Background: an optimization exercise with open tools, aiming at small area and a short achievable clock period. Do not read the settings as production practice. The RTL was checked by simulation tests, not by an equivalence proof against the original design. No activity file was given, so power comes from the tool's default toggle rates.

## run A
## matrix_mul
module matrix_mul
#(
  parameter int N  = matrix_mul_pkg::N,
  parameter int DW = matrix_mul_pkg::DW,
  parameter int OW = matrix_mul_pkg::OW
) (
  input  logic              clk,
  input  logic              rst_n,
  input  logic              in_valid,
  input  logic [N*N*DW-1:0] a_i,
  input  logic [N*N*DW-1:0] b_i,
  output logic              out_valid,
  output logic [N*N*OW-1:0] y_o
);
==> flow/config.mk <==
export PLATFORM = sky130hd
export DESIGN_NAME = matrix_mul
export DESIGN_NICKNAME = matrix_mul
export VERILOG_FILES = /design/flow/design.v
export SDC_FILE = /design/flow/constraint.sdc
export NUM_CORES = 4
export LEC_CHECK = 0
export CAP_MARGIN = 20
export CORE_MARGIN = 2
export CORE_UTILIZATION = 68
export CTS_CLUSTER_DIAMETER = 100
export CTS_CLUSTER_SIZE = 24
export SETUP_SLACK_MARGIN = 3.25
export SLEW_MARGIN = 20
export SYNTH_HIERARCHICAL = 1
export SYNTH_MINIMUM_KEEP_SIZE = 0
==> flow/constraint.sdc <==
create_clock -name core_clock -period 5.5 [get_ports {clk}]
set_input_delay 1.1000 -clock core_clock [delete_from_list [all_inputs] [get_ports {clk}]]
set_output_delay 1.1000 -clock core_clock [all_outputs]
set_load 0.01 [all_outputs]
standard.sh (not shown) runs the stock make flow with config.mk's settings and CLKGATE_MAP_FILE= SYNTH_SCRIPT=/design/flow/synth_recipe.tcl, a recipe that flattens the netlist after the stock synthesis.
==> flow/flow/run.sh <==
#!/bin/bash
# The standard layout (standard.sh), except that the port buffers that
# buffer_ports inserts are buf_4 instead of the default cell (a slow delay buffer).
# Each tool's full output goes to standard.log in this folder.
export BUFFER_PORTS_ARGS="-buffer_cell sky130_fd_sc_hd__buf_4"
bash standard.sh > standard.log 2>&1
Run A did not stop at any stage, and its layout met the timing, DRC and antenna checks.
The following lists how run B was set up differently from run A:
diff --git a/flow/config.mk b/flow/config.mk
--- a/flow/config.mk
+++ b/flow/config.mk
@@ -9,3 +9,3 @@
 export CORE_MARGIN = 2
-export CORE_UTILIZATION = 68
+export CORE_UTILIZATION = 40
 export CTS_CLUSTER_DIAMETER = 100
[summary]
Going from run A to run B, share of the clock period used by the worst path after layout shows an increase of 0.67 points, utilization now smaller, pre-CTS worst setup slack dropped 0.011 ns, post-route cell area increased by 3.2% relative to the old numbers, area of the mapped netlist shows no meaningful change.
Total power (run B over run A): increase, 890 µW
### run B -> run C
==> flow/flow/run.sh <==
#!/bin/bash
# The standard layout (standard.sh), with the port buffers chosen here instead
# of buffer_ports' default cell (a slow delay buffer): buf_2 on the outputs, placed
# with the rest at global placement, and buf_4 on the inputs (each drives 16
# gates), added right after global placement so that the timing-driven placer's
# remove_buffers does not take them out again.
# Each tool's full output goes to standard.log in this folder.
export BUFFER_PORTS_ARGS="-outputs -buffer_cell sky130_fd_sc_hd__buf_2"
export POST_GLOBAL_PLACE_TCL=$PWD/flow/inbuf.tcl
bash standard.sh > standard.log 2>&1
==> flow/flow/inbuf.tcl (new file) <==
# Buffer every input port (the standard flow buffers them at global placement,
# where this flow buffers only the outputs, with a smaller cell).
buffer_ports -inputs -buffer_cell sky130_fd_sc_hd__buf_4
diff --git a/flow/config.mk b/flow/config.mk
--- a/flow/config.mk
+++ b/flow/config.mk
@@ -9,3 +9,3 @@
 export CORE_MARGIN = 2
-export CORE_UTILIZATION = 40
+export CORE_UTILIZATION = 68
 export CTS_CLUSTER_DIAMETER = 100
## What came out
- Vias: run C more than run B
- Run C against run B; clock-buffer cell count is down by a few percent.
- Going from run B to run C, the switching part of the total power was found to have gone down by 0.27 points.
- For run B, the startpoint of the most critical setup path was g_row[1].g_col[3].u_dot.r145, unlike run C, where it was g_row[2].g_col[1].u_dot.r147.
- Against run B as the reference, run C delivers a lower minimum period implied by the final worst setup slack.
- Relative to run B, the design area of run C is lower by about 4%.
- Changes observed in run C relative to run B: number of cells in the design after placement lower, required time reported for the critical path endpoint up 0.05 ns, relative contribution of the clock network to total power dropped 0.8 points.
- Share of power burned in combinational logic, run C and run B: lower on run C
- Cell count on run C is down relative to run B.
- Run C vs run B, wire length of the first global-routing pass went down by 9.5 mm.

separate check: timing with driven ports:
In the flow no input, the clock included, has a driving cell. The finished layouts below were timed again as built, in two steps.
Step 1 sets driving cells, clkbuf_16 on the clock port and buf_2 on the other inputs (assumed; they add their load-dependent delay and slew).
Step 2, shift: input delay + t, output delay - t, t = (earliest + latest rising clock arrival at the registers) / 2. This alone moves slack from input paths to output paths.
a / b / c = ideal ports / drivers / drivers and shift; a / b = the first two.
run | t, ns | slack for setup (ns) | hold WS [ns] | latest minus earliest clock arrival (ns) | slew at the worst register clock pin (ns)
run A | 0.672 | 3.203 / 3.203 / 2.744 | 0.249 / 0.222 / 0.326 | 0.033 / 0.033 | 0.10 / 0.10
run B | 0.722 | 3.166 / 3.166 / 2.708 | 0.208 / 0.170 / 0.331 | 0.034 / 0.034 | 0.11 / 0.11
run C | 0.683 | 3.187 / 3.187 / 2.742 | 0.240 / 0.208 / 0.324 | 0.025 / 0.026 | 0.10 / 0.10
After both steps every run listed still meets setup and hold. The setup slack of run A, which loses most, moves by 0.000 ns with the drivers and by -0.459 ns with both steps.
